Source: an optimization exercise on an open RTL-to-GDS flow (aim: small area, a short achievable clock period and few clock cycles per item). Production flows keep margins and buffers that such runs may drop. No functional check of the RTL was part of any run shown here.

==> flow/design.v, too long to show whole: its modules and the start of the top module <==
// module hslrgb_mul_c: 389 lines
// module hslrgb_booth: 17 lines
// module hslrgb_mul_x: 548 lines
// module hslrgb_div: 565 lines
// module hsl_to_rgb_converter_unit: 140 lines
module hsl_to_rgb_converter_unit #(
  parameter int FRACTION_BITS = hslrgb_pkg::FRACTION_BITS
) (
  input  logic             clk,
  input  logic             rst_n,
  input  logic             in_valid,
  output logic             in_stall,
  input  hslrgb_pkg::hsl_t in_data,
  output logic             out_valid,
  input  logic             out_stall,
  output hslrgb_pkg::rgb_t out_data
);
  // ...
==> flow/run.sh <==
#!/bin/bash
# synth_recipe.tcl (not shown) runs the flow's synth.tcl, then flattens the netlist and writes it again
# the make line also repeats each setting of config.mk as NAME=value (left out here)
make -C /OpenROAD-flow-scripts/flow DESIGN_CONFIG=/design/flow/config.mk WORK_HOME=/design/flow/orfs CLKGATE_MAP_FILE= SYNTH_SCRIPT=/design/flow/synth_recipe.tcl finish
==> flow/config.mk <==
export PLATFORM = sky130hd
export DESIGN_NAME = hsl_to_rgb_converter_unit
export DESIGN_NICKNAME = hsl_to_rgb_converter_unit
export VERILOG_FILES = /design/flow/design.v
export SDC_FILE = /design/flow/constraint.sdc
export NUM_CORES = 4
export LEC_CHECK = 0
export CAP_MARGIN = 20
export CORE_MARGIN = 2
export CORE_UTILIZATION = 40
export CTS_BUF_LIST = sky130_fd_sc_hd__clkbuf_4 sky130_fd_sc_hd__clkbuf_8
export PLACE_DENSITY = 0.6
export SETUP_SLACK_MARGIN = 1.5
export SLEW_MARGIN = 20
==> flow/constraint.sdc <==
create_clock -name core_clock -period 7.0 [get_ports {clk}]
set_input_delay 1.4000 -clock core_clock [delete_from_list [all_inputs] [get_ports {clk}]]
set_output_delay 1.4000 -clock core_clock [all_outputs]
set_load 0.01 [all_outputs]
==> summary.txt, run 1 <==
* Largest area contributor in the netlist: edfxtp_1
* DR top layer: met4
* Mapped Cells at 1936
* Final period util at 75.49%
* Commonest non-fill, non-tap cells in the layout: 256 x inv_1, 185 x edfxtp_1, 153 x ha_1
* XOR/XNOR Fraction of Synth Area at 7.724%
* Non-clock buffer count at 116
* Crit end category: flop
* Final worst slack at 1.715 ns
* # IOs at 86
* Yosys Warn Count at 4
* Critical Path RT at 7.30 ns
* Slowest stage delay, CP at 0.71 ns
* CTS root buf: clkbuf_8
* Slew at the pin closest to its max-slew limit at 0.9790 ns
* Reg-to-reg endpoint: s1_c_r[11]
* H-tree depth at 4
* Family with the most delay on the worst path: adder cells
* Post-synth EDFFs at 185
* Vias per inst at 5.343
* Area Growth Syn to Fin at 9.649%
* Die height at 220.4 um
* Fraction of layout cells with a size suffix above 1 at 7.935%
* Met1 usage at 24.71%
* Register area at 5635 sq um
* Placed instance area at 19940 sq um
* Final Hold Fails at 0
* Vias in the first global route at 13700
* Die Width at 220.4 um
* Largest family of logic cells by synthesized area: adder cells
* Outcome: finished clean
* Synth area leaders: edfxtp_1 30%, fa_1 13%, ha_1 10%
==> run 2: changes to the inputs <==
--- a/flow/config.mk
+++ b/flow/config.mk
@@ -9,6 +9,5 @@
 export CORE_MARGIN = 2
 export CORE_UTILIZATION = 40
-export CTS_BUF_LIST = sky130_fd_sc_hd__clkbuf_4 sky130_fd_sc_hd__clkbuf_8
 export PLACE_DENSITY = 0.6
-export SETUP_SLACK_MARGIN = 1.5
+export SETUP_SLACK_MARGIN = 2.5
 export SLEW_MARGIN = 20
==> run 2 against run 1 <==
Effect of this change: via count grew 7.2%; critical path type unchanged; routed wire length grew 13%; die area is the same; highest routed layer unchanged; final area grew 9.9%; non-clock buffer count grew 149; final cell count grew 5.8%; register-to-register slack gained 0.43 ns.
==> summary.txt, run 2 <==
* R2r startpoint: s0_s_r[0] (was s0_m_r[5])
* Vias in the first global route at 14490 (was 13700)
* Max reg flops at 39 (unchanged)
* Outcome: finished clean (unchanged)
* DRC viols at 0 (unchanged)
* Die Width at 220.4 um (unchanged)
* Yosys Warn Count at 4 (unchanged)
* Die height at 220.4 um (unchanged)
* CTS tree: built (unchanged)
* Top cell type's share of synthesized area at 29.67% (unchanged)
* Max transition margin at 19.37% (was 34.60%)
* # IOs at 86 (unchanged)
* Pre-antenna DRT Iters at 5 (unchanged)
* Hold path start: s1_sect_r[1] (was s0_sect_r[1])
* CTS Sinks at 189 (unchanged)
* Hold Buf Count CTS at 0 (unchanged)
* Critical Path RT at 7.27 ns (was 7.30 ns)
* Met1 usage at 26.19% (was 24.71%)
* Fin crit period at 4.851 ns (was 5.285 ns)
* Crit path arrival time at 5.12 ns (was 5.58 ns)
* Initial core utilization at 40.39% (unchanged)
* Final Wtd Congestion at 0.8810 (was 0.8945)
* Final period util at 69.30% (was 75.49%)
* Buffers added on ports at 85 (unchanged)
* Routed len/inst at 17.63 um (was 16.54 um)
* Met3 Usage GRT at 3.258% (was 3.340%)
* Max-Cap Viols at 0 (unchanged)
* CTS root buf: clkbuf_16 (was clkbuf_8)
* Final worst slack at 2.149 ns (was 1.715 ns)
* Final Hold Fails at 0 (unchanged)
* Detail Placement HPWL at 33040 um (was 32060 um)
* Clk buf depth at 2 (unchanged)
* Area Growth Syn to Fin at 20.49% (was 9.649%)
* Final setup viols at 0 (unchanged)
* Max-slew violation count at 0 (unchanged)
* Final TNS setup at 0 ns (unchanged)
* Die area at 48560 sq um (unchanged)
* Fill cells at 4254 (was 4437)
* DP Worst Slack at 1.629 ns (was 1.460 ns)
* Core Box Area at 46360 sq um (unchanged)
* Async SR Flop Fraction at 0% (unchanged)
* Largest area contributor in the netlist: edfxtp_1 (unchanged)
* Mapped Cells at 1936 (unchanged)
* Most frequent cells after synthesis: 256 x inv_1, 185 x edfxtp_1, 153 x ha_1 (unchanged)
* Crit path max fanout at 6 (was 17)
* Total gr overflow at 0 (unchanged)
* Post-synthesis net count at 2255 (unchanged)
* Seq cells post-synth at 189 (unchanged)
* Startpoint type of the worst setup path: flop (unchanged)
* Final std cells w/o fill at 2723 (was 2574)
* Gr usage total at 19.90% (was 18.15%)
* FMAX at 206.2 MHz (was 189.2 MHz)
* Reg2Reg Depth at 19 (was 16)
* Clock skew at 0.01574 ns (was 0.02888 ns)
* RSZ-0062 raised after global routing: true (was false)
* Vias per inst at 5.414 (was 5.343)
* Crit end category: flop (unchanged)
* First-pass GRT wire length at 76240 um (was 69820 um)
* Antenna viol nets, final at 0 (unchanged)
* Fraction of layout cells with a size suffix above 1 at 20.13% (was 7.935%)
* Synth cell types at 77 (unchanged)
* Iteration-0 DRC Markers at 1193 (was 852)
* Slew at the pin closest to its max-slew limit at 1.207 ns (was 0.9790 ns)
* DRT Wirelength at 48000 um (was 42560 um)
* Row cnt at 79 (unchanged)
* Post-synth EDFFs at 185 (unchanged)
* H-tree depth at 4 (unchanged)
* Worst setup path category: reg2reg (unchanged)
* Hold Path Class: reg2reg (unchanged)
* Top-count cell post-synth: inv_1 (unchanged)
* Commonest non-fill, non-tap cells in the layout: 240 x inv_1, 185 x edfxtp_1, 165 x buf_4 (was 256 x inv_1, 185 x edfxtp_1, 153 x ha_1)
* Met2 usage at 33.44% (was 29.17%)
* Most Crowded Layer GR: met2 (unchanged)
* Reg2Reg Setup Slack at 2.15 ns (was 1.72 ns)
* Nets at 2423 (was 2272)
* Most common cell after layout, fill and taps aside: inv_1 (unchanged)
* Seq/Total Area, Yosys at 30.09% (unchanged)
* Cts bufs inserted at 17 (unchanged)
* Clock-pin slew on the worst setup and hold paths at 0.08 ns (was 0.10 ns)
* Worst-Skew Late Latency at 0.46 ns (was 0.58 ns)
* Largest net degree at the start of global routing at 95 (was 113)
* Via count at 14741 (was 13754)
* Largest Register: out_r (unchanged)
* Primary FF master, synth: edfxtp_1 (unchanged)
* Avg Inst Size Synth at 9.672 sq um (unchanged)
* Synth area leaders: edfxtp_1 30%, fa_1 13%, ha_1 10% (unchanged)
* Post-Place Cells at 2515 (was 2517)
* Netlist Area Pre-Place at 18730 sq um (unchanged)
* Antenna violations before repair at 0 (unchanged)
* Worst hold path cell count at 0 (unchanged)
* Diodes inserted at 0 (was 1)
* Reg-to-reg endpoint: s1_c_r[9] (was s1_c_r[11])
* Largest registers: out_r: 39 flops, s2_q_r: 16 flops (unchanged)
* Hold Path End: s2_sect_r[1] (was s1_sect_r[1])
## run 2: final cells by class
type | count | area [sq um] | share of cell area [%]
clock buffers | 17 | 425.4 | 1.886
inverters | 257 | 964.7 | 4.276
clock inverters | 14 | 130.1 | 0.5768
repair buffers | 265 | 2258 | 10.01
multi-input cells | 1374 | 12390 | 54.91
flip-flops and latches | 189 | 5635 | 24.98
well taps | 607 | 759.5 | 3.366
## run 2: through the flow
| stage | utilization (%) | cell area [sq um] | hold WS [ns] |
|---|---|---|---|
| 3_5_place_dp | 43.18 | 20020 | 0.4075 |
| 4_1_cts | 47.33 | 21940 | 0.4151 |
| 2_1_floorplan | - | 18910 | 0.4003 |
| 6_report | 48.67 | 22560 | 0.4129 |
| 3_3_place_gp | 43.18 | 20020 | 0.4006 |
| 5_1_grt | 48.67 | 22560 | 0.4389 |
## run 2: metal layers
layer	routed length [um]	vias to the layer above
met5	0	-
met4	1452	0
met3	2331	101
met2	23030	446
met1	21180	7138
li1	-	7056
## run 2: how the worst max path moves through the flow
stage                         start          to  slack, ns
after floorplan           s0_s_r[0]  s1_c_r[11]       2.32
after global placement    s0_s_r[4]  s1_c_r[11]       1.72
after detailed placement  s0_s_r[4]  s1_c_r[11]       1.63
after CTS                 s2_q_r[9]   out_r[36]       2.15
after global routing      s0_s_r[0]   s1_c_r[9]       2.01
final                     s0_s_r[0]   s1_c_r[9]       2.15
## run 2: timing repair
item,CTS,global route
endpoints found under the hold margin,0,0
pin swaps,46,53
endpoints found under the setup margin,43,48
buffers inserted,131,44
resized for setup,75,92
cloned,2,0
## run 2: logic make-up (layout without fill, tap and decap cells)
group / after synthesis / in the layout / synth area share [%]
flops: 189 / 189 / 30.09
compound gates: 473 / 473 / 17.37
mux: 70 / 70 / 4.136
buf+inv: 375 / 553 / 7.637
simple gates: 391 / 393 / 9.816
fa+ha+maj: 275 / 275 / 23.22
xor+xnor: 163 / 163 / 7.724
## run 2: critical path: stages, from the launching register on
cell and delay [ns]:
edfxtp_1 0.51, mux2_4 0.35, a22o_4 0.23, fa_1 0.49, fa_1 0.49, inv_1 0.05
fa_1 0.51, inv_2 0.05, ha_4 0.26, nand2_1 0.07, or4_1 0.51, o31a_1 0.15
o21ai_4 0.10, o211ai_4 0.13, buf_4 0.16, nand2_2 0.05, and2_4 0.15, o21a_1 0.13
nor3_1 0.05, o41ai_1 0.23
==> run 3: changes to the inputs <==
--- a/flow/config.mk
+++ b/flow/config.mk
@@ -10,4 +10,4 @@
 export CORE_UTILIZATION = 40
 export PLACE_DENSITY = 0.6
-export SETUP_SLACK_MARGIN = 2.5
+export SETUP_SLACK_MARGIN = 2.0
 export SLEW_MARGIN = 20
==> run 3 against run 2 <==
Effect of this change: largest cell class unchanged; clock skew grew 0.0011 ns; critical endpoint is now s1_c_r[11]; flip-flop and latch count is the same; synthesized cell count is the same; utilization shrank 1.8 points; critical path depth shrank 2; sequential share of layout area grew 0.98 points.
==> summary.txt, run 3 <==
* Async SR Flop Fraction at 0% (unchanged)
* Max-slew violation count at 0 (unchanged)
* Slowest CP cell: fa_1 (was edfxtp_1)
* Area Growth Syn to Fin at 15.92% (was 20.49%)
* Gr usage total at 18.41% (was 19.90%)
* Detail Placement HPWL at 31850 um (was 33040 um)
* Final Hold Fails at 0 (unchanged)
* Core Box Area at 46360 sq um (unchanged)
* CTS tree: built (unchanged)
* Seq/Total Area, Yosys at 30.09% (unchanged)
* Die area at 48560 sq um (unchanged)
* Avg Inst Size Synth at 9.672 sq um (unchanged)
* Critical Path RT at 7.19 ns (was 7.27 ns)
* Seq cells post-synth at 189 (unchanged)
* Antenna viol nets, final at 0 (unchanged)
* Vias in the first global route at 13910 (was 14490)
* Diodes inserted at 0 (unchanged)
* Most frequent cells after synthesis: 256 x inv_1, 185 x edfxtp_1, 153 x ha_1 (unchanged)
* Vias per inst at 5.367 (was 5.414)
* Crit path arrival time at 5.16 ns (was 5.12 ns)
* Via count at 14384 (was 14741)
* Outcome: finished clean (unchanged)
* Largest area contributor in the netlist: edfxtp_1 (unchanged)
* Clk buf depth at 2 (unchanged)
* Mapped Cells at 1936 (unchanged)
* Fraction of layout cells with a size suffix above 1 at 14.04% (was 20.13%)
* Crit end category: flop (unchanged)
* Max transition margin at 29.42% (was 19.37%)
* Primary FF master, synth: edfxtp_1 (unchanged)
* Top cell type's share of synthesized area at 29.67% (unchanged)
* Pre-antenna DRT Iters at 5 (unchanged)
* Cts bufs inserted at 17 (unchanged)
* Post-synthesis net count at 2255 (unchanged)
* Antenna violations before repair at 0 (unchanged)
* Cell Chain, Critical Path: buf_6 -> mux2_2 -> a22oi_2 -> fa_1 -> fa_1 -> inv_1 -> fa_1 -> ha_4 -> a21o_1 -> a21o_1 -> or3_4 -> o211ai_4 -> a21oi_2 -> or3_4 -> a21oi_2 -> xnor2_1 -> o21ai_1 (was mux2_4 -> a22o_4 -> fa_1 -> fa_1 -> inv_1 -> fa_1 -> inv_2 -> ha_4 -> nand2_1 -> or4_1 -> o31a_1 -> o21ai_4 -> o211ai_4 -> buf_4 -> nand2_2 -> and2_4 -> o21a_1 -> nor3_1 -> o41ai_1)
* Hold slack at 0.4206 ns (was 0.4129 ns)
* Final Wtd Congestion at 0.8990 (was 0.8810)
* Largest registers: out_r: 39 flops, s2_q_r: 16 flops (unchanged)
* Iteration-0 DRC Markers at 1018 (was 1193)
* Crit path max fanout at 5 (was 6)
* Most common cell after layout, fill and taps aside: inv_1 (unchanged)
* Routed len/inst at 16.68 um (was 17.63 um)
* Die Width at 220.4 um (unchanged)
* FMAX at 201.0 MHz (was 206.2 MHz)
* Most frequent CP cell: fa_1 (unchanged)
* Nets at 2379 (was 2423)
* Hold Buf Count CTS at 0 (unchanged)
* Clock-pin slew on the worst setup and hold paths at 0.08 ns (about the same)
* Slowest stage delay, CP at 0.53 ns (was 0.51 ns)
* Total gr overflow at 0 (unchanged)
* Synth cell types at 77 (unchanged)
* Final setup viols at 0 (unchanged)
* Netlist Area Pre-Place at 18730 sq um (unchanged)
* Largest net degree at the start of global routing at 112 (was 95)
* Post-synth EDFFs at 185 (unchanged)
* Worst setup path category: reg2reg (unchanged)
* Initial core utilization at 40.39% (unchanged)
* RSZ-0062 raised after global routing: true (unchanged)
* CTS root buf: clkbuf_16 (unchanged)
* Max reg flops at 39 (unchanged)
* Worst-Skew Late Latency at 0.47 ns (was 0.46 ns)
* CTS Sinks at 189 (unchanged)
* Commonest non-fill, non-tap cells in the layout: 251 x inv_1, 185 x edfxtp_1, 148 x ha_1 (was 240 x inv_1, 185 x edfxtp_1, 165 x buf_4)
* Final period util at 71.08% (was 69.30%)
* Hold Path Class: reg2reg (unchanged)
* Top-count cell post-synth: inv_1 (unchanged)
* Largest Register: out_r (unchanged)
* Fin crit period at 4.976 ns (was 4.851 ns)
* Buffers added on ports at 85 (unchanged)
* Die height at 220.4 um (unchanged)
* Synth area leaders: edfxtp_1 30%, fa_1 13%, ha_1 10% (unchanged)
* Clock skew at 0.01685 ns (was 0.01574 ns)
* H-tree depth at 4 (unchanged)
* Startpoint type of the worst setup path: flop (unchanged)
* Slew at the pin closest to its max-slew limit at 1.057 ns (was 1.207 ns)
* Row cnt at 79 (unchanged)
* # IOs at 86 (unchanged)
* First-pass GRT wire length at 71120 um (was 76240 um)
* DRT Wirelength at 44700 um (was 48000 um)
* Yosys Warn Count at 4 (unchanged)
* Final TNS setup at 0 ns (unchanged)
* Max-Cap Viols at 0 (unchanged)
* DRC viols at 0 (unchanged)
[run 3: final cells by class]
type,count,area [sq um]
sequential,189,5635
tap,607,759.5
inverter,257,964.7
multi-input combinational,1372,11920
timing repair buffer,223,1923
clock buffer,20,436.7
fill,4293,24650
clock inverter,12,71.32
[run 3: final timing paths]
check                                   from      endpoint  slack [ns]  cells past startpoint
worst max-delay path               s0_s_r[0]    s1_c_r[11]        2.02                     17
worst min-delay path            s0_sect_r[1]  s1_sect_r[1]        0.42                      0
worst max register to register     s0_s_r[0]    s1_c_r[11]        2.02                     17
worst min register to register  s0_sect_r[1]  s1_sect_r[1]        0.42                      0
[run 3: per-layer routing]
layer,up-vias,wire length [um],track usage (%)
li1,6961,-,-
met1,6930,20430,25.41
met2,435,21090,29.62
met3,58,2438,2.832
met4,0,745,5.973
met5,-,0,0
[run 3: metrics by stage]
| stage | utilization [%] | instance area [sq um] | setup slack, ns | std cells |
|---|---|---|---|---|
| after global routing | 46.82 | 21710 | 1.918 | 2680 |
| after CTS | 45.34 | 21020 | 1.964 | 2617 |
| after floorplan | - | 18740 | 2.002 | 1936 |
| after detailed placement | 43.01 | 19940 | 1.461 | 2517 |
| after global placement | 43.01 | 19940 | 1.574 | 2517 |
| final | 46.82 | 21710 | 2.024 | 2680 |
[run 3: cell families (layout without fill, tap and decap cells)]
group | Yosys count | count (layout) | synth area share, %
buf+inv | 375 | 512 | 7.637
fa+ha+maj | 275 | 275 | 23.22
xor+xnor | 163 | 163 | 7.724
flops | 189 | 189 | 30.09
compound gates | 473 | 473 | 17.37
mux | 70 | 70 | 4.136
simple gates | 391 | 391 | 9.816
[run 3: what timing repair did]
item                       4_1_cts  5_1_grt
gates cloned                     0        0
resized for setup               10       42
pin swaps                        5       22
setup buffers                   68       63
setup endpoints to repair       20       20
[run 3: critical path: cells and delay by family, from the launching register on]
kind                       cells  cell delay (ns)
xor gates and xnor gates       1             0.14
DFF                            1             0.47
buffers and inverters          2             0.19
AOI/OAI and AO/OA              7             1.09
muxes                          1             0.33
and+or+nand+nor                2             0.76
adders and majority gates      4             1.73
==> run 4: changes to the inputs <==
--- a/flow/config.mk
+++ b/flow/config.mk
@@ -12,2 +12,3 @@
 export SETUP_SLACK_MARGIN = 2.0
 export SLEW_MARGIN = 20
+export SYNTH_HIERARCHICAL = 1
==> run 4 against run 3 <==
Effect of this change: count of clock-buffer cells in the layout is 2 lower; final area grew 6.0%; final cell count rose by 6.3%; non-clock buffer count down 6; worst setup slack gained 0.081 ns; first-iteration DRC count increased by 24%; area after synthesis up 6.7%; die area is 6.5% higher; sequential share of layout area shrank 1.3 points; largest cell class unchanged.
==> summary.txt, run 4 <==
* Row cnt at 81 (was 79)
* Gr usage total at 19.36% (was 18.41%)
* Die height at 227.5 um (was 220.4 um)
* Final core utilization at 46.80% (was 46.82%)
* FMAX at 204.3 MHz (was 201.0 MHz)
* Antenna viol nets, final at 0 (unchanged)
* Seq cells post-synth at 190 (was 189)
* Max transition margin at 35.19% (was 29.42%)
* Startpoint type of the worst setup path: flop (unchanged)
* Antenna violations before repair at 0 (unchanged)
* Die Width at 227.5 um (was 220.4 um)
* Largest Register: out_r (unchanged)
* Slew at the pin closest to its max-slew limit at 0.9722 ns (was 1.057 ns)
* Pre-antenna DRT Iters at 6 (was 5)
* Final TNS setup at 0 ns (unchanged)
* Initial core utilization at 40.63% (was 40.39%)
* Async SR Flop Fraction at 0% (unchanged)
* Max-slew violation count at 0 (unchanged)
* First-pass GRT wire length at 78750 um (was 71120 um)
* Commonest non-fill, non-tap cells in the layout: 279 x inv_1, 186 x edfxtp_1, 141 x ha_1 (was 251 x inv_1, 185 x edfxtp_1, 148 x ha_1)
* Via count at 15470 (was 14384)
* Clock-pin slew on the worst setup and hold paths at 0.08 ns (about the same)
* DRC viols at 0 (unchanged)
* Detail Placement HPWL at 35150 um (was 31850 um)
* # IOs at 86 (unchanged)
* Max-Cap Viols at 0 (unchanged)
* Critical Path RT at 7.24 ns (was 7.19 ns)
* Final setup viols at 0 (unchanged)
* Routed len/inst at 17.20 um (was 16.68 um)
* Avg Inst Size Synth at 9.667 sq um (was 9.672 sq um)
* Final Hold Fails at 0 (unchanged)
* Yosys Warn Count at 10 (was 4)
* Worst hold path cell count at 0 (unchanged)
* Largest net degree at the start of global routing at 112 (unchanged)
* Die area at 51740 sq um (was 48560 sq um)
* Most frequent cells after synthesis: 279 x inv_1, 186 x edfxtp_1, 154 x ha_1 (was 256 x inv_1, 185 x edfxtp_1, 153 x ha_1)
* Area Growth Syn to Fin at 15.19% (was 15.92%)
* Final Wtd Congestion at 0.9120 (was 0.8990)
* Clock skew at 0.01461 ns (was 0.01685 ns)
* Worst-Skew Late Latency at 0.48 ns (was 0.47 ns)
* Hold Path Class: reg2reg (unchanged)
* Cts bufs inserted at 17 (unchanged)
* Primary FF master, synth: edfxtp_1 (unchanged)
* Core Box Area at 49150 sq um (was 46360 sq um)
* Outcome: finished clean (unchanged)
* Fraction of layout cells with a size suffix above 1 at 14.80% (was 14.04%)
* DRT Wirelength at 48990 um (was 44700 um)
* Iteration-0 DRC Markers at 1259 (was 1018)
* Max reg flops at 39 (unchanged)
* Seq/Total Area, Yosys at 28.37% (was 30.09%)
* Buffers added on ports at 85 (unchanged)
* Crit path max fanout at 8 (was 5)
* Synth area leaders: edfxtp_1 28%, fa_1 12%, ha_1 9.6% (was edfxtp_1 30%, fa_1 13%, ha_1 10%)
* CTS root buf: clkbuf_16 (unchanged)
* Most common cell after layout, fill and taps aside: inv_1 (unchanged)
* Post-synth EDFFs at 186 (was 185)
* Largest area contributor in the netlist: edfxtp_1 (unchanged)
* Netlist Area Pre-Place at 19970 sq um (was 18730 sq um)
* Reg2Reg Depth at 16 (was 17)
* Crit end category: flop (unchanged)
* CTS Sinks at 190 (was 189)
* Vias in the first global route at 15121 (was 13910)
* Largest registers: out_r: 39 flops, s2_q_r: 16 flops (unchanged)
* CTS tree: built (unchanged)
* Synth cell types at 92 (was 77)
* Top cell type's share of synthesized area at 27.96% (was 29.67%)
* H-tree depth at 4 (unchanged)
* Crit path arrival time at 5.14 ns (was 5.16 ns)
* Mapped Cells at 2066 (was 1936)
* Final period util at 69.93% (was 71.08%)
* RSZ-0062 raised after global routing: true (unchanged)
* Top-count cell post-synth: inv_1 (unchanged)
* Vias per inst at 5.432 (was 5.367)
* Post-synthesis net count at 2385 (was 2255)
* Clk buf depth at 2 (unchanged)
* Fin crit period at 4.895 ns (was 4.976 ns)
* Worst setup path category: reg2reg (unchanged)
* Nets at 2489 (was 2379)
* Total gr overflow at 0 (unchanged)
-- run 4: cell count changes in the layout (fill, tap and decap cells not counted), moves of 16 or more --
cell	before	now
inv_1	251	279
nor2_1	111	81
nand2_1	127	110
a21oi_1	73	89
mux2_2	58	84
-- run 4: modules after synthesis (local to each module, per instance) --
module / cell area (sq um) / cells inside
hslrgb_booth: 229.0 / 31
hslrgb_mul_c: 3430 / 399
hslrgb_mul_x: 4444 / 565
hslrgb_div: 1709 / 193
hsl_to_rgb_converter_unit: 10160 / 878
-- run 4: worst paths after layout --
kind / start / to / slack, ns
max: s0_s_r[5] / s1_c_r[10] / 2.10
min: s0_sect_r[2] / s1_sect_r[2] / 0.42
max reg2reg: s0_s_r[5] / s1_c_r[10] / 2.10
min reg2reg: s0_sect_r[2] / s1_sect_r[2] / 0.42
-- run 4: layer usage --
metal  vias to the layer above  part of all wire, %  global-route usage (%)
met2                       436                   47                   32.03
met3                       101                  5.2                   3.523
li1                       7466                    -                       -
met1                      7467                   44                   24.89
met4                         0                  3.5                   8.202
met5                         -                    0                       0
-- run 4: logic make-up after synthesis --
group | Yosys count | share of synthesized area [%]
xor+xnor | 175 | 7.780
mux | 107 | 5.889
other cells | 1 | 0.01878
simple gates | 390 | 9.961
flops | 190 | 28.37
fa+ha+maj | 275 | 21.73
compound gates | 515 | 17.88
buf+inv | 413 | 8.382
-- run 4: repair_timing --
item	in CTS	in global routing
gates resized for setup	11	47
hold buffers	0	0
pin swaps	0	14
endpoints found under the setup margin	19	25
setup buffers	69	57
-- run 4: final cells by class --
class / count / area, sq um
diodes: 1 / 2.502
clock buffers: 18 / 429.2
clock inverters: 14 / 222.7
fillers: 4507 / 26150
inverters: 281 / 1055
multi-input cells: 1463 / 12930
flip-flops and latches: 190 / 5665
well taps: 664 / 830.8
repair buffers: 217 / 1874
-- run 4: critical path, cell delays in order, from the launching register on --
cell,delay (ns)
edfxtp_1,0.44
buf_6,0.17
mux2_2,0.34
a22o_4,0.24
fa_1,0.46
fa_1,0.51
inv_1,0.05
fa_1,0.49
inv_1,0.04
ha_1,0.28
nand4_1,0.17
or4_4,0.60
nor3_4,0.17
nor3_2,0.10
o31ai_2,0.24
xor2_1,0.09
mux2_2,0.26
-- run 4: per-stage QoR --
stage	setup WS (ns)	instances	hold WS (ns)	area [sq um]
after global placement	1.580	2689	0.4040	21100
final	2.105	2848	0.4200	23010
after floorplan	2.003	2066	0.4003	19980
after CTS	2.007	2790	0.4224	22320
after detailed placement	1.516	2689	0.4057	21100
after global routing	1.904	2847	0.4273	23000
==> run 5: changes to the inputs <==
==> flow/flow/run.sh (new file) <==
#!/bin/bash
# The standard layout (the standard.sh: ORFS synthesis to finish), except
# that the port buffers use the smallest plain buffer instead of the delay
# buffer buffer_ports picks by default. Every port is still buffered.
set -euo pipefail
bash standard.sh "BUFFER_PORTS_ARGS=-buffer_cell sky130_fd_sc_hd__buf_1" finish > standard_flow.log 2>&1
==> flow/standard.sh (new file) <==
#!/bin/bash
# synth_recipe.tcl (not shown) runs the flow's synth.tcl, then flattens the netlist and writes it again
# the make line also repeats each setting of config.mk as NAME=value (left out here)
make -C /OpenROAD-flow-scripts/flow DESIGN_CONFIG=/design/flow/config.mk WORK_HOME=/design/flow/orfs CLKGATE_MAP_FILE= SYNTH_SCRIPT=/design/flow/synth_recipe.tcl "${@:-finish}"
--- a/flow/config.mk
+++ b/flow/config.mk
@@ -12,3 +12,2 @@
 export SETUP_SLACK_MARGIN = 2.0
 export SLEW_MARGIN = 20
-export SYNTH_HIERARCHICAL = 1
removed: flow/run.sh
==> run 5 against run 4 <==
Effect of this change: worst setup slack improved by 0.0013 ns; worst hold slack worse by 0.0025 ns; highest routed layer unchanged; still clean on timing, DRC and antenna; area after synthesis fell by 6.2%; count of clock-buffer cells in the layout is 1 lower.
==> summary.txt, run 5 <==
* Outcome: finished clean (unchanged)
* Largest area contributor in the netlist: edfxtp_1 (unchanged)
* CTS tree: built (unchanged)
* Clock-pin slew on the worst setup and hold paths at 0.07 ns (was 0.08 ns)
* DRC viols at 0 (unchanged)
* Vias in the first global route at 14002 (was 15121)
* Pre-antenna DRT Iters at 7 (was 6)
* Family with the most delay on the worst path: adder cells (unchanged)
* Yosys Warn Count at 4 (was 10)
* Max-slew violation count at 0 (unchanged)
* Cell Chain, Critical Path: buf_6 -> mux2_2 -> a22oi_2 -> fa_1 -> fa_1 -> inv_1 -> fa_1 -> ha_4 -> a21o_1 -> a21o_1 -> or3_4 -> o211ai_4 -> a21oi_2 -> or3_4 -> a21oi_2 -> xnor2_1 -> o21ai_1 (was buf_6 -> mux2_2 -> a22o_4 -> fa_1 -> fa_1 -> inv_1 -> fa_1 -> inv_1 -> ha_1 -> nand4_1 -> or4_4 -> nor3_4 -> nor3_2 -> o31ai_2 -> xor2_1 -> mux2_2)
* Slew at the pin closest to its max-slew limit at 1.018 ns (was 0.9722 ns)
* WP buf/inv at 2 (was 3)
* R2r startpoint: s0_s_r[4] (was s0_s_r[5])
* Final Hold Fails at 0 (unchanged)
* Largest net degree at the start of global routing at 111 (was 112)
* Final Wtd Congestion at 0.8878 (was 0.9120)
* Worst-Skew Late Latency at 0.49 ns (was 0.48 ns)
* Placed instance area at 19410 sq um (was 21100 sq um)
* Post-synthesis net count at 2255 (was 2385)
* Synth cell types at 77 (was 92)
* Die area at 48560 sq um (was 51740 sq um)
* Largest registers: out_r: 39 flops, s2_q_r: 16 flops (unchanged)
* WP depth at 17 (was 16)
* # IOs at 86 (unchanged)
* Gr usage total at 18.82% (was 19.36%)
* Core Box Area at 46360 sq um (was 49150 sq um)
* Worst setup path category: reg2reg (unchanged)
* Worst Setup EP: s1_c_r[11] (was s1_c_r[10])
* Commonest non-fill, non-tap cells in the layout: 252 x inv_1, 185 x edfxtp_1, 146 x ha_1 (was 279 x inv_1, 186 x edfxtp_1, 141 x ha_1)
* CTS root buf: clkbuf_16 (unchanged)
* Area Growth Syn to Fin at 13.84% (was 15.19%)
* Worst Setup SP: s0_s_r[4] (was s0_s_r[5])
* Buffers added on ports at 85 (unchanged)
* Crit end category: flop (unchanged)
* Post-synth EDFFs at 185 (was 186)
* Seq cells post-synth at 189 (was 190)
* Total gr overflow at 0 (unchanged)
* Reg2Reg Depth at 17 (was 16)
* FMAX at 204.3 MHz (about the same)
* Crit path max fanout at 4 (was 8)
* Seq/Total Area, Yosys at 30.09% (was 28.37%)
* Top-count cell post-synth: inv_1 (unchanged)
* Largest Register: out_r (unchanged)
* Most common cell after layout, fill and taps aside: inv_1 (unchanged)
* Async SR Flop Fraction at 0% (unchanged)
* Clock skew at 0.01474 ns (was 0.01461 ns)
* Routed len/inst at 16.64 um (was 17.20 um)
* Die height at 220.4 um (was 227.5 um)
* Startpoint type of the worst setup path: flop (unchanged)
* Crit path arrival time at 5.11 ns (was 5.14 ns)
* Primary FF master, synth: edfxtp_1 (unchanged)
* Top cell type's share of synthesized area at 29.67% (was 27.96%)
* Worst hold path cell count at 0 (unchanged)
* Reg2Reg Setup Slack at 2.11 ns (was 2.10 ns)
* Synth area leaders: edfxtp_1 30%, fa_1 13%, ha_1 10% (was edfxtp_1 28%, fa_1 12%, ha_1 9.6%)
* Initial core utilization at 40.39% (was 40.63%)
* Final TNS setup at 0 ns (unchanged)
* Diodes inserted at 0 (was 1)
* Most frequent CP cell: fa_1 (unchanged)
* Die Width at 220.4 um (was 227.5 um)
* Hold slack at 0.4175 ns (was 0.4200 ns)
* CTS Sinks at 189 (was 190)
* Nets at 2385 (was 2489)
* DP Worst Slack at 1.431 ns (was 1.516 ns)
* Cts bufs inserted at 17 (unchanged)
* Final setup viols at 0 (unchanged)
* RSZ-0062 raised after global routing: true (unchanged)
* Final worst slack at 2.106 ns (was 2.105 ns)
* DRT Wirelength at 44690 um (was 48990 um)
* H-tree depth at 4 (unchanged)
* Detail Placement HPWL at 31850 um (was 35150 um)
* Hold Path Class: reg2reg (unchanged)
* Fraction of layout cells with a size suffix above 1 at 14.57% (was 14.80%)
* Final period util at 69.91% (was 69.93%)
* Max-Cap Viols at 0 (unchanged)
* Max transition margin at 31.99% (was 35.19%)
* Fin crit period at 4.894 ns (was 4.895 ns)
* Netlist Area Pre-Place at 18730 sq um (was 19970 sq um)
* Max reg flops at 39 (unchanged)
* Slowest CP cell: fa_1 (was or4_4)
* First-pass GRT wire length at 71700 um (was 78750 um)
* Via count at 14379 (was 15470)
* Antenna violations before repair at 0 (unchanged)
* Critical Path RT at 7.21 ns (was 7.24 ns)
* Clk buf depth at 2 (unchanged)
* Antenna viol nets, final at 0 (unchanged)
* Mapped Cells at 1936 (was 2066)
* Row cnt at 79 (was 81)
* Iteration-0 DRC Markers at 946 (was 1259)
* Avg Inst Size Synth at 9.672 sq um (was 9.667 sq um)
* Most frequent cells after synthesis: 256 x inv_1, 185 x edfxtp_1, 153 x ha_1 (was 279 x inv_1, 186 x edfxtp_1, 154 x ha_1)
* Slowest stage delay, CP at 0.52 ns (was 0.60 ns)
* Reg-to-reg endpoint: s1_c_r[11] (was s1_c_r[10])
* Fin area at 21320 sq um (was 23010 sq um)
* Vias per inst at 5.353 (was 5.432)
==> run 5: cell count changes after synthesis, moves of 12 or more <==
cell,before,now
o22a_1,14,0
nor2b_1,42,26
a22oi_1,108,91
xor2_1,48,34
mux2_2,84,59
a21oi_1,91,76
buf_4,19,2
mux2i_1,23,11
nand2_1,111,129
nor2_1,83,111
inv_1,279,256
a211oi_1,20,5
o22ai_1,15,1
==> run 5: repair_timing <==
item | CTS | global route
hold buffers | 0 | 0
pin swaps | 6 | 26
endpoints found under the setup margin | 19 | 23
resized for setup | 10 | 42
setup buffers | 68 | 68
==> run 5: per-layer routing <==
metal,global-route usage (%),wire (um),vias to the layer above
li1,-,-,6987
met1,25.00,20320,6958
met2,30.55,20990,375
met3,3.588,2498,59
met4,6.935,881,0
met5,0,0,-
==> run 5: worst reg2reg max path, stage by stage, from the launching register on <==
cell and delay [ns]:
edfxtp_1 0.42, buf_6 0.13, mux2_2 0.33, a22oi_2 0.21, fa_1 0.48, fa_1 0.51
inv_1 0.05, fa_1 0.52, ha_4 0.21, a21o_1 0.18, a21o_1 0.19, or3_4 0.36
o211ai_4 0.24, a21oi_2 0.09, or3_4 0.38, a21oi_2 0.14, xnor2_1 0.12, o21ai_1 0.07
==> run 5: area by class of cell <==
cell class,instances,area [sq um]
clock buffers,17,425.4
clock inverters,15,145.1
fillers,4372,25040
inverters,257,964.7
multi-input cells,1372,11910
flip-flops and latches,189,5635
well taps,607,759.5
repair buffers,229,1478
==> run 5: worst min-delay path by stage <==
stage                      start            to  slack [ns]
floorplan           s0_sect_r[0]  s1_sect_r[0]        0.40
global placement    s0_sect_r[1]  s1_sect_r[1]        0.40
detailed placement  s0_sect_r[1]  s1_sect_r[1]        0.41
CTS                 s0_sect_r[2]  s1_sect_r[2]        0.42
global route        s1_sect_r[2]  s2_sect_r[2]        0.43
finish              s1_sect_r[1]  s2_sect_r[1]        0.42
==> run 5: through the flow <==
step / util (%) / cells
3_5_place_dp: 41.88 / 2518
4_1_cts: 44.35 / 2618
6_report: 45.98 / 2686
2_1_floorplan: - / 1936
5_1_grt: 45.98 / 2686
3_3_place_gp: 41.88 / 2518
==> run 5: cells by family (layout without fill, tap and decap cells) <==
group,Yosys count,after routing,synth area share [%]
xor+xnor,163,163,7.724
compound gates,473,473,17.37
mux,70,70,4.136
buf+inv,375,518,7.637
simple gates,391,391,9.816
fa+ha+maj,275,275,23.22
flops,189,189,30.09
==> run 6: changes to the inputs <==
==> flow/flow/run.sh (replaced) <==
#!/bin/bash
# The standard layout (the standard.sh: ORFS synthesis to finish) with two
# changes that keep the design and its registers as the standard synthesis
# makes them:
#  - after synthesis, flow/invopt.py removes inverters around full adders
#    (a full adder of inverted inputs gives inverted outputs), a purely
#    combinational rewrite of the netlist;
#  - the port buffers use the smallest plain buffer instead of the delay
#    buffer buffer_ports picks by default. Every port is still buffered.
set -euo pipefail
RES=orfs/results/${FLOW_PLATFORM:-sky130hd}/hsl_to_rgb_converter_unit/base
bash standard.sh synth > standard_synth.log 2>&1
cp $RES/1_2_yosys.v yosys_netlist_orig.v
if python3 flow/invopt.py yosys_netlist_orig.v yosys_netlist_opt.v > invopt.log 2>&1; then
  cp yosys_netlist_opt.v $RES/1_2_yosys.v
  rm -f $RES/1_synth.odb $RES/1_synth.sdc
fi
bash standard.sh "BUFFER_PORTS_ARGS=-buffer_cell sky130_fd_sc_hd__buf_1" finish > standard_flow.log 2>&1
==> flow/flow/invopt.py (new file) <==
#!/usr/bin/env python3
"""Remove inverters around full adders in a flat gate-level netlist.

A full adder is self-dual: FA(~a, ~b, ~c) = (~sum, ~cout). Flipping an adder
(feeding it the complements of its inputs and complementing its outputs)
keeps the logic unchanged; a flip is kept when it removes more inverters than
it adds. Only sky130 fa_* and inv_* cells are touched.

usage: invopt.py in.v out.v
"""
import re, sys, copy

LIB = "sky130_fd_sc_hd__"
OUTP = {"X", "Y", "Q", "Q_N", "SUM", "COUT", "HI", "LO"}

def parse(path):
    text = open(path).read()
    m = re.search(r"^\s*module\s+(\S+)\s*\(", text, re.M)
    body_start = m.start()
    cell_re = re.compile(r"^  (" + LIB + r"\w+)\s+(\\\S+ |\S+)\s*\((.*?)\);\n", re.S | re.M)
    cells = {}
    order = []
    first = None
    last = None
    for cm in cell_re.finditer(text):
        if first is None:
            first = cm.start()
        last = cm.end()
        typ, name, body = cm.group(1), cm.group(2).strip(), cm.group(3)
        pins = {}
        for pm in re.finditer(r"\.(\w+)\(\s*(\\\S+ |[^)]*?)\s*\)", body):
            pins[pm.group(1)] = pm.group(2).strip()
        cells[name] = [typ, pins, cm.group(0)]
        order.append(name)
    head = text[:first]
    tail = text[last:]
    # output ports (bits)
    outs = set()
    for om in re.finditer(r"^\s*output\s+(\[(\d+):(\d+)\]\s+)?(\S+);", head, re.M):
        if om.group(1):
            hi, lo = int(om.group(2)), int(om.group(3))
            for b in range(min(hi, lo), max(hi, lo) + 1):
                outs.add(f"{om.group(4)}[{b}]")
        else:
            outs.add(om.group(4))
    return head, tail, cells, order, outs

class NL:
    def __init__(self, cells, order, outs):
        self.cells = cells
        self.order = order
        self.outs = outs
        self.n = 0
        self.newwires = []
        self.rebuild()
    def rebuild(self):
        self.drv = {}
        self.loads = {}
        for name, (typ, pins, _) in self.cells.items():
            for p, net in pins.items():
                if p in OUTP:
                    self.drv[net] = (name, p)
                else:
                    self.loads.setdefault(net, []).append((name, p))
    def is_inv(self, name):
        return self.cells[name][0].startswith(LIB + "inv_")
    def ninv(self):
        return sum(1 for c in self.cells if self.is_inv(c))
    def fresh(self, base):
        self.n += 1
        return f"_inv{base}{self.n}_"

def set_pin(nl, name, pin, net):
    nl.cells[name][1][pin] = net
    nl.cells[name][2] = None

def add_inv(nl, a, y):
    name = nl.fresh("c")
    nl.cells[name] = [LIB + "inv_1", {"A": a, "Y": y}, None]
    nl.order.append(name)
    return name

def sweep(nl):
    changed = True
    while changed:
        changed = False
        nl.rebuild()
        for name in list(nl.cells):
            if nl.is_inv(name):
                y = nl.cells[name][1]["Y"]
                if not nl.loads.get(y) and y not in nl.outs:
                    del nl.cells[name]
                    changed = True

def flip(nl, f):
    nl.rebuild()
    typ, pins, _ = nl.cells[f]
    for p in ("A", "B", "CIN"):
        x = pins[p]
        d = nl.drv.get(x)
        if d and nl.is_inv(d[0]):
            set_pin(nl, f, p, nl.cells[d[0]][1]["A"])
        else:
            inv = [l for l, lp in nl.loads.get(x, []) if nl.is_inv(l)]
            if inv:
                set_pin(nl, f, p, nl.cells[inv[0]][1]["Y"])
            else:
                w = nl.fresh("w")
                nl.newwires.append(w)
                add_inv(nl, x, w)
                set_pin(nl, f, p, w)
    for q in ("SUM", "COUT"):
        z = pins[q]
        zn = nl.fresh("w")
        nl.newwires.append(zn)
        set_pin(nl, f, q, zn)
        need_true = z in nl.outs
        for (l, lp) in nl.loads.get(z, []):
            if l == f:
                continue
            if nl.is_inv(l) and nl.cells[l][1]["Y"] not in nl.outs:
                w = nl.cells[l][1]["Y"]
                for (l2, lp2) in nl.loads.get(w, []):
                    set_pin(nl, l2, lp2, zn)
                del nl.cells[l]
            else:
                need_true = True
        if need_true:
            add_inv(nl, zn, z)
    sweep(nl)

def optimize(nl):
    sweep(nl)
    base = nl.ninv()
    improved = True
    while improved:
        improved = False
        fas = [c for c in nl.cells if nl.cells[c][0].startswith(LIB + "fa_")]
        for f in fas:
            if f not in nl.cells:
                continue
            before = nl.ninv()
            snap = (copy.deepcopy(nl.cells), list(nl.order), nl.n, list(nl.newwires))
            flip(nl, f)
            after = nl.ninv()
            if after < before:
                improved = True
            else:
                nl.cells, nl.order, nl.n, nl.newwires = snap
                nl.rebuild()
    return base, nl.ninv()

def emit(nl, head, tail):
    out = [head.rstrip("\n") + "\n"]
    for w in nl.newwires:
        out.append(f"  wire {w};\n")
    for name in nl.order:
        if name not in nl.cells:
            continue
        typ, pins, text = nl.cells[name]
        if text is not None:
            out.append(text)
            continue
        def fmt(n):
            return n + " " if n.startswith("\\") else n
        ps = ",\n".join(f"    .{p}({fmt(n)})" for p, n in pins.items())
        out.append(f"  {typ} {fmt(name)} (\n{ps}\n  );\n")
    out.append(tail)
    return "".join(out)

if __name__ == "__main__":
    head, tail, cells, order, outs = parse(sys.argv[1])
    nl = NL(cells, order, outs)
    b, a = optimize(nl)
    open(sys.argv[2], "w").write(emit(nl, head, tail))
    print(f"invopt: inverters {b} -> {a}")
==> run 6 against run 5 <==
Effect of this change: die area fell by 2.6%; worst setup slack worse by 0.035 ns; final cell count down 6.2%; worst hold slack better by 0.0024 ns; non-clock buffer count fell by 28; synthesized cell count decreased by 6.7%; critical endpoint unchanged.
==> summary.txt, run 6 <==
* Outcome: finished clean (unchanged)
* Die height at 217.5 um (was 220.4 um)
* Antenna viol nets, final at 0 (unchanged)
* Worst setup path category: reg2reg (unchanged)
* Slew at the pin closest to its max-slew limit at 0.9789 ns (was 1.018 ns)
* Netlist Area Pre-Place at 18240 sq um (was 18730 sq um)
* Pre-antenna DRT Iters at 5 (was 7)
* Max-Cap Viols at 0 (unchanged)
* DRC viols at 0 (unchanged)
* Fraction of layout cells with a size suffix above 1 at 13.34% (was 14.57%)
* Final setup viols at 0 (unchanged)
* Crit path max fanout at 6 (was 4)
* Max transition margin at 34.74% (was 31.99%)
* Diodes inserted at 0 (unchanged)
* Post-Place Cells at 2380 (was 2518)
* Hold Path Class: reg2reg (unchanged)
* Vias per inst at 5.434 (was 5.353)
* Crit path arrival time at 5.13 ns (was 5.11 ns)
* Gr usage total at 18.16% (was 18.82%)
* Core Box Area at 45190 sq um (was 46360 sq um)
* Mapped Cells at 1806 (was 1936)
* Total gr overflow at 0 (unchanged)
* Buffers added on ports at 85 (unchanged)
* Nets at 2227 (was 2385)
* H-tree depth at 4 (unchanged)
* Slowest stage delay, CP at 0.55 ns (was 0.52 ns)
* DRT Wirelength at 42870 um (was 44690 um)
* Detail Placement HPWL at 30400 um (was 31850 um)
* Most common cell after layout, fill and taps aside: edfxtp_1 (was inv_1)
* Max-slew violation count at 0 (unchanged)
* Initial core utilization at 40.36% (was 40.39%)
* First-pass GRT wire length at 68120 um (was 71700 um)
* Crit end category: flop (unchanged)
* Cts bufs inserted at 17 (unchanged)
* FMAX at 202.9 MHz (was 204.3 MHz)
* Post-synthesis net count at 2125 (was 2255)
* Final Hold Fails at 0 (unchanged)
* # IOs at 86 (unchanged)
* Clock skew at 0.01247 ns (was 0.01474 ns)
* Clk buf depth at 2 (unchanged)
* R2r startpoint: s0_m3_r[5] (was s0_s_r[4])
* Avg Inst Size Synth at 10.10 sq um (was 9.672 sq um)
* Die Width at 217.5 um (was 220.4 um)
* Largest net degree at the start of global routing at 111 (unchanged)
* Row cnt at 78 (was 79)
* Final worst slack at 2.072 ns (was 2.106 ns)
* Placed instance area at 18910 sq um (was 19410 sq um)
* Startpoint type of the worst setup path: flop (unchanged)
* Final std cells w/o fill at 2519 (was 2686)
* Yosys Warn Count at 4 (unchanged)
* Via count at 13688 (was 14379)
* Vias in the first global route at 13100 (was 14002)
* Fin area at 20520 sq um (was 21320 sq um)
* Largest registers: out_r: 39 flops, s2_q_r: 16 flops (unchanged)
* RSZ-0062 raised after global routing: true (unchanged)
* Final TNS setup at 0 ns (unchanged)
* Largest Register: out_r (unchanged)
* Final core utilization at 45.40% (was 45.98%)
* Hold Path End: s2_sect_r[2] (was s2_sect_r[1])
* CTS Sinks at 189 (unchanged)
* CTS tree: built (unchanged)
* Critical Path RT at 7.20 ns (was 7.21 ns)
* Reg2Reg Depth at 15 (was 17)
* Antenna violations before repair at 0 (unchanged)
* Fin crit period at 4.928 ns (was 4.894 ns)
* Worst-Skew Late Latency at 0.48 ns (was 0.49 ns)
* Die area at 47320 sq um (was 48560 sq um)
* Reg2Reg Setup Slack at 2.07 ns (was 2.11 ns)
* Hold slack at 0.4198 ns (was 0.4175 ns)
* Final period util at 70.41% (was 69.91%)
* Cell Chain, Critical Path: mux2_2 -> a22o_1 -> fa_2 -> fa_1 -> fa_1 -> ha_1 -> a21o_1 -> a21o_1 -> or3_4 -> o211ai_4 -> a21oi_1 -> or3_4 -> a21oi_2 -> xnor2_1 -> o21ai_1 (was buf_6 -> mux2_2 -> a22oi_2 -> fa_1 -> fa_1 -> inv_1 -> fa_1 -> ha_4 -> a21o_1 -> a21o_1 -> or3_4 -> o211ai_4 -> a21oi_2 -> or3_4 -> a21oi_2 -> xnor2_1 -> o21ai_1)
* Clock-pin slew on the worst setup and hold paths at 0.07 ns (about the same)
* Max reg flops at 39 (unchanged)
* CTS root buf: clkbuf_16 (unchanged)
* Reg-to-reg endpoint: s1_c_r[11] (unchanged)
* Final Wtd Congestion at 0.8726 (was 0.8878)
* Routed len/inst at 17.02 um (was 16.64 um)
* DP Worst Slack at 1.429 ns (was 1.431 ns)
* Hold path start: s1_sect_r[2] (was s1_sect_r[1])
* Slowest CP cell: edfxtp_1 (was fa_1)
* Iteration-0 DRC Markers at 950 (was 946)
* Worst hold path cell count at 0 (unchanged)
* Area Growth Syn to Fin at 12.49% (was 13.84%)
* Commonest non-fill, non-tap cells in the layout: 185 x edfxtp_1, 149 x ha_1, 128 x nand2_1 (was 252 x inv_1, 185 x edfxtp_1, 146 x ha_1)
-- run 6: how the worst max path moves through the flow --
stage	to	from	cells after the start
floorplan	s1_c_r[11]	s0_s_r[0]	16
global placement	s1_c_r[11]	s0_s_r[2]	16
detailed placement	s1_c_r[11]	s0_s_r[2]	16
CTS	out_r[36]	s2_q_r[13]	17
global route	s1_c_r[11]	s0_s_r[2]	16
finish	s1_c_r[11]	s0_m3_r[5]	15
-- run 6: worst max-delay path, delay by kind of cell (launching register included) --
family,cells,cell delay [ns]
mux,1,0.33
fa+ha+maj,4,1.71
xor+xnor,1,0.12
compound gates,7,1.18
simple gates,2,0.76
flops,1,0.55
-- run 6: final cells by class --
type	count	area [sq um]
well taps	600	750.7
clock buffers	19	432.9
multi-input cells	1372	11850
fillers	4191	24670
inverters	127	476.7
repair buffers	201	1265
flip-flops and latches	189	5635
clock inverters	11	107.6
-- run 6: what timing repair did --
action | in CTS | in global routing
buffers inserted | 52 | 57
pin swaps | 4 | 12
endpoints found under the setup margin | 20 | 19
resized for setup | 10 | 21
hold buffers | 0 | 0
-- run 6: layer usage --
metal,global-route usage [%],routed length (um)
met1,24.75,19710
met2,28.63,20030
met3,3.445,2341
met4,6.804,792
met5,0,0
==> run 7: changes to the inputs <==
--- a/flow/config.mk
+++ b/flow/config.mk
@@ -9,4 +9,5 @@
 export CORE_MARGIN = 2
 export CORE_UTILIZATION = 40
+export GPL_TIMING_DRIVEN = 1
 export PLACE_DENSITY = 0.6
 export SETUP_SLACK_MARGIN = 2.0
==> run 7 against run 6 <==
Effect of this change: sequential share of layout area did not move; count of clock-buffer cells in the layout is the same; final area unchanged; critical path depth unchanged; critical path type unchanged; largest cell class unchanged.
==> summary.txt, run 7 <==
* Die Width at 217.5 um (unchanged)
* Netlist Area Pre-Place at 18240 sq um (unchanged)
* Clock skew at 0.01247 ns (unchanged)
* RSZ-0062 raised after global routing: true (unchanged)
* Final TNS setup at 0 ns (unchanged)
* Largest registers: out_r: 39 flops, s2_q_r: 16 flops (unchanged)
* Fin crit period at 4.928 ns (unchanged)
* R2r startpoint: s0_m3_r[5] (unchanged)
* Crit path arrival time at 5.13 ns (about the same)
* CTS root buf: clkbuf_16 (unchanged)
* Commonest non-fill, non-tap cells in the layout: 185 x edfxtp_1, 149 x ha_1, 128 x nand2_1 (unchanged)
* Hold path start: s1_sect_r[2] (unchanged)
* Met2 usage at 28.63% (unchanged)
* Max transition margin at 34.74% (unchanged)
* Max-slew violation count at 0 (unchanged)
* Pre-antenna DRT Iters at 5 (unchanged)
* DP Worst Slack at 1.429 ns (unchanged)
* Total gr overflow at 0 (unchanged)
* Reg-to-reg endpoint: s1_c_r[11] (unchanged)
* First-pass GRT wire length at 68120 um (unchanged)
* CTS Sinks at 189 (unchanged)
* Antenna violations before repair at 0 (unchanged)
* Final worst slack at 2.072 ns (unchanged)
* Largest net degree at the start of global routing at 111 (unchanged)
* # IOs at 86 (unchanged)
* Clk buf depth at 2 (unchanged)
* Max-Cap Viols at 0 (unchanged)
* Hold slack at 0.4198 ns (unchanged)
* Nets at 2227 (unchanged)
* Die height at 217.5 um (unchanged)
* Final Hold Fails at 0 (unchanged)
* Diodes inserted at 0 (unchanged)
* Post-synthesis net count at 2125 (unchanged)
* Fin area at 20520 sq um (unchanged)
* Max reg flops at 39 (unchanged)
* Core Box Area at 45190 sq um (unchanged)
* Area Growth Syn to Fin at 12.49% (unchanged)
* Worst hold path cell count at 0 (unchanged)
* Antenna viol nets, final at 0 (unchanged)
* Clock-pin slew on the worst setup and hold paths at 0.07 ns (about the same)
* DRT Wirelength at 42870 um (unchanged)
* Met1 usage at 24.75% (unchanged)
* Iteration-0 DRC Markers at 950 (unchanged)
* Cts bufs inserted at 17 (unchanged)
* Final period util at 70.41% (unchanged)
* Final setup viols at 0 (unchanged)
* Yosys Warn Count at 4 (unchanged)
* Gr usage total at 18.16% (unchanged)
* Startpoint type of the worst setup path: flop (unchanged)
* Fill cells at 4191 (unchanged)
* Final Wtd Congestion at 0.8726 (unchanged)
* Row cnt at 78 (unchanged)
* Largest Register: out_r (unchanged)
* Most common cell after layout, fill and taps aside: edfxtp_1 (unchanged)
* Critical Path RT at 7.20 ns (about the same)
* Die area at 47320 sq um (unchanged)
* Outcome: finished clean (unchanged)
* Hold Path End: s2_sect_r[2] (unchanged)
* Hold Buf Count CTS at 0 (unchanged)
* Initial core utilization at 40.36% (unchanged)
* Crit path max fanout at 6 (unchanged)
* Via count at 13688 (unchanged)
* CTS tree: built (unchanged)
* Reg2Reg Depth at 15 (unchanged)
* Met3 Usage GRT at 3.445% (unchanged)
* Mapped Cells at 1806 (unchanged)
* Avg Inst Size Synth at 10.10 sq um (unchanged)
* Detail Placement HPWL at 30400 um (unchanged)
* Slew at the pin closest to its max-slew limit at 0.9789 ns (unchanged)
* Reg2Reg Setup Slack at 2.07 ns (about the same)
* Placed instance area at 18910 sq um (unchanged)
* DRC viols at 0 (unchanged)
* Buffers added on ports at 85 (unchanged)
* Fraction of layout cells with a size suffix above 1 at 13.34% (unchanged)
* H-tree depth at 4 (unchanged)
* Hold Path Class: reg2reg (unchanged)
* Worst-Skew Late Latency at 0.48 ns (about the same)
* Most Crowded Layer GR: met2 (unchanged)
* Vias in the first global route at 13100 (unchanged)
* FMAX at 202.9 MHz (unchanged)
* Crit end category: flop (unchanged)
* Vias per inst at 5.434 (unchanged)
* Worst setup path category: reg2reg (unchanged)
* Routed len/inst at 17.02 um (unchanged)
[run 7: metal layers]
metal  share of wire, %  up-vias
li1                   -     6664
met1                 46     6550
met2                 47      414
met3                5.5       60
met4                1.8        0
met5                  0        -
[run 7: worst max path at each step]
stage | endpoint | slack (ns) | depth (start not counted) | start
2_1_floorplan | s1_c_r[11] | 2.02 | 16 | s0_s_r[0]
3_3_place_gp | s1_c_r[11] | 1.50 | 16 | s0_s_r[2]
3_5_place_dp | s1_c_r[11] | 1.43 | 16 | s0_s_r[2]
4_1_cts | out_r[36] | 2.01 | 17 | s2_q_r[13]
5_1_grt | s1_c_r[11] | 1.90 | 16 | s0_s_r[2]
6_report | s1_c_r[11] | 2.07 | 15 | s0_m3_r[5]
[run 7: timing repair]
item / CTS / global route
setup buffers: 52 / 57
gates resized for setup: 10 / 21
pin swaps: 4 / 12
cloned: 0 / 0
endpoints found under the setup margin: 20 / 19
[run 7: critical path: stages (launching register included)]
cell	delay (ns)
edfxtp_1	0.55
mux2_2	0.33
a22o_1	0.25
fa_2	0.55
fa_1	0.45
fa_1	0.48
ha_1	0.23
a21o_1	0.16
a21o_1	0.21
or3_4	0.36
o211ai_4	0.22
a21oi_1	0.11
or3_4	0.40
a21oi_2	0.15
xnor2_1	0.12
o21ai_1	0.08
[run 7: metrics by stage]
stage	cells	utilization, %
6_report	2519	45.40
2_1_floorplan	1806	-
3_5_place_dp	2380	41.85
3_3_place_gp	2380	41.85
5_1_grt	2519	45.40
4_1_cts	2462	44.07
[run 7: layout make-up]
class                   count  area (sq um)  area share (%)
well taps                 600         750.7           3.659
multi-input cells        1372         11850           57.75
repair buffers            201          1265           6.166
flip-flops and latches    189          5635           27.47
inverters                 127         476.7           2.324
clock buffers              19         432.9           2.110
clock inverters            11         107.6          0.5245
==> run 8: changes to the inputs <==
--- a/flow/config.mk
+++ b/flow/config.mk
@@ -8,7 +8,6 @@
 export CAP_MARGIN = 20
 export CORE_MARGIN = 2
-export CORE_UTILIZATION = 40
-export GPL_TIMING_DRIVEN = 1
-export PLACE_DENSITY = 0.6
+export CORE_UTILIZATION = 55
+export PLACE_DENSITY = 0.75
 export SETUP_SLACK_MARGIN = 2.0
 export SLEW_MARGIN = 20
==> run 8 against run 7 <==
Effect of this change: still clean on timing, DRC and antenna; first-iteration DRC count rose by 43%; utilization rose by 17 points; flip-flop and latch count stayed put; register-to-register slack improved by 0.06 ns; synthesized cell count is the same; area after synthesis unchanged; routed wire length decreased by 0.35%; highest routed layer unchanged.
==> summary.txt, run 8 <==
* Outcome: finished clean (unchanged)
* FMAX at 205.4 MHz (was 202.9 MHz)
* Slowest stage delay, CP at 0.56 ns (was 0.55 ns)
* Netlist Area Pre-Place at 18240 sq um (unchanged)
* Worst-Skew Late Latency at 0.46 ns (was 0.48 ns)
* Final Wtd Congestion at 0.9036 (was 0.8726)
* Avg Inst Size Synth at 10.10 sq um (unchanged)
* CTS tree: built (unchanged)
* Yosys Warn Count at 4 (unchanged)
* Via count at 14246 (was 13688)
* Die height at 186.1 um (was 217.5 um)
* Row cnt at 66 (was 78)
* Pre-antenna DRT Iters at 6 (was 5)
* Family with the most delay on the worst path: adder cells (unchanged)
* Iteration-0 DRC Markers at 1356 (was 950)
* Total gr overflow at 0 (unchanged)
* Largest Register: out_r (unchanged)
* Vias in the first global route at 13378 (was 13100)
* Nets at 2230 (was 2227)
* Crit path arrival time at 5.06 ns (was 5.13 ns)
* CTS root buf: clkbuf_16 (unchanged)
* Final TNS setup at 0 ns (unchanged)
* Final period util at 69.57% (was 70.41%)
* First-pass GRT wire length at 66990 um (was 68120 um)
* Slew at the pin closest to its max-slew limit at 0.9122 ns (was 0.9789 ns)
* Diodes inserted at 0 (unchanged)
* Max transition margin at 39.19% (was 34.74%)
* DRT Wirelength at 42720 um (was 42870 um)
* DRC viols at 0 (unchanged)
* Commonest non-fill, non-tap cells in the layout: 185 x edfxtp_1, 147 x ha_1, 127 x xnor2_1, 127 x nand2_1, 126 x inv_1 (was 185 x edfxtp_1, 149 x ha_1, 128 x nand2_1)
* Cts bufs inserted at 17 (unchanged)
* Fraction of layout cells with a size suffix above 1 at 14.14% (was 13.34%)
* Largest registers: out_r: 39 flops, s2_q_r: 16 flops (unchanged)
* Antenna violations before repair at 0 (unchanged)
* Die area at 34630 sq um (was 47320 sq um)
* Largest net degree at the start of global routing at 118 (was 111)
* Post-synthesis net count at 2125 (unchanged)
* Buffers added on ports at 85 (unchanged)
* Area Growth Syn to Fin at 11.92% (was 12.49%)
* RSZ-0062 raised after global routing: true (unchanged)
* Die Width at 186.1 um (was 217.5 um)
* Initial core utilization at 55.91% (was 40.36%)
* Clk buf depth at 2 (unchanged)
* Max-Cap Viols at 0 (unchanged)
* Final setup viols at 0 (unchanged)
* Routed len/inst at 18.06 um (was 17.02 um)
* Crit path max fanout at 4 (was 6)
* Clock-pin slew on the worst setup and hold paths at 0.08 ns (was 0.07 ns)
* Hold Path Class: reg2reg (unchanged)
* Slowest CP cell: fa_2 (was edfxtp_1)
* Final Hold Fails at 0 (unchanged)
* Most common cell after layout, fill and taps aside: edfxtp_1 (unchanged)
* Vias per inst at 6.021 (was 5.434)
* Final core utilization at 62.57% (was 45.40%)
* Worst setup path category: reg2reg (unchanged)
* Critical Path RT at 7.19 ns (was 7.20 ns)
* Mapped Cells at 1806 (unchanged)
* WP depth at 17 (was 15)
* Fin crit period at 4.870 ns (was 4.928 ns)
* Register area at 5635 sq um (unchanged)
* Fill cells at 2569 (was 4191)
* Footprint of the multi-input gates at 11920 sq um (was 11850 sq um)
* Detail Placement HPWL at 29460 um (was 30400 um)
* Gr usage total at 24.65% (was 18.16%)
* Worst hold path cell count at 0 (unchanged)
* WP buf/inv at 1 (was 0)
* Cell Chain, Critical Path: ha_4 -> fa_2 -> fa_1 -> ha_1 -> a211o_1 -> o211ai_1 -> a21oi_2 -> a221o_1 -> a21oi_4 -> o31a_1 -> o21a_1 -> inv_1 -> fa_2 -> nand2b_4 -> o21ai_2 -> nor2_1 -> a221o_1 (was mux2_2 -> a22o_1 -> fa_2 -> fa_1 -> fa_1 -> ha_1 -> a21o_1 -> a21o_1 -> or3_4 -> o211ai_4 -> a21oi_1 -> or3_4 -> a21oi_2 -> xnor2_1 -> o21ai_1)
* H-tree depth at 4 (unchanged)
* DP Worst Slack at 1.393 ns (was 1.429 ns)
* Max-slew violation count at 0 (unchanged)
* CTS Sinks at 189 (unchanged)
* Crit end category: flop (unchanged)
* Startpoint type of the worst setup path: flop (unchanged)
* Reg2Reg Depth at 17 (was 15)
* Final worst slack at 2.130 ns (was 2.072 ns)
* Clock skew at 0.01261 ns (was 0.01247 ns)
* Antenna viol nets, final at 0 (unchanged)
* # IOs at 86 (unchanged)
* Core Box Area at 32620 sq um (was 45190 sq um)
* Max reg flops at 39 (unchanged)
run 8: per-stage QoR:
step	hold slack [ns]	instance area (sq um)	std cells
3_3_place_gp	0.4018	18710	2221
2_1_floorplan	0.4003	18250	1806
4_1_cts	0.4225	19740	2305
3_5_place_dp	0.4054	18710	2221
6_report	0.4210	20410	2366
5_1_grt	0.4359	20410	2366
run 8: what timing repair did:
action                     in CTS  in global routing
setup endpoints to repair      19                 22
pin swaps                       8                 24
buffers inserted               52                 61
hold buffers                    0                  0
gates resized for setup        14                 31
run 8: final cells by class:
cell class / instances / area share [%]
multi-input cells: 1372 / 58.38
inverters: 127 / 2.336
well taps: 442 / 2.709
repair buffers: 204 / 6.142
clock buffers: 17 / 2.084
clock inverters: 15 / 0.7356
flip-flops and latches: 189 / 27.61
run 8: per-layer routing:
metal | part of all wire [%] | vias up | GRT usage (%)
met1 | 43 | 6898 | 33.35
met4 | 2.3 | 0 | 6.677
met2 | 48 | 590 | 41.17
met3 | 7.0 | 91 | 3.991
met5 | 0 | - | 0
li1 | - | 6667 | -
run 8: final timing paths:
check	startpoint	endpoint	slack, ns
worst min register to register	s0_sect_r[1]	s1_sect_r[1]	0.42
worst max register to register	s2_q_r[13]	out_r[36]	2.13
worst min-delay path	s0_sect_r[1]	s1_sect_r[1]	0.42
worst max-delay path	s2_q_r[13]	out_r[36]	2.13
run 8: worst reg2reg max path, delay by kind of cell (launching register included):
kind,cells,cell delay (ns)
buffers and inverters,1,0.06
DFF,1,0.51
adders and majority gates,5,2.02
and+or+nand+nor,2,0.21
AOI/OAI and AO/OA,9,1.81

==> afterwards: timing with drivers on the ports <==
Ports are ideal in the flow. The routed layouts listed here were re-timed in OpenROAD.
Step 1 assumes that a clkbuf_16 drives the clock port and a buf_2 every other input.
Step 2, shift: input delay + t, output delay - t, t = (earliest + latest rising clock arrival at the registers) / 2. This alone moves slack from input paths to output paths.
a / b / c = no drivers / after step 1 / after step 2; a / b = the first two.
run | t, ns | setup slack, ns | cell pins on the clock port's net
run 1 | 0.617 | 1.715 / 1.715 / 1.715 | 1
run 2 | 0.507 | 2.149 / 2.149 / 2.149 | 1
run 3 | 0.517 | 2.024 / 2.024 / 1.943 | 1
run 4 | 0.534 | 2.105 / 2.105 / 1.865 | 1
run 5 | 0.540 | 2.106 / 2.106 / 2.106 | 1
run 6 | 0.530 | 2.072 / 2.072 / 2.072 | 1
run 7 | 0.530 | 2.072 / 2.072 / 2.072 | 1
run 8 | 0.502 | 2.130 / 2.130 / 2.130 | 1
After both steps every run listed still meets setup and hold. The setup slack of run 4, which loses most, moves by 0.000 ns with the drivers and by -0.240 ns with both steps.
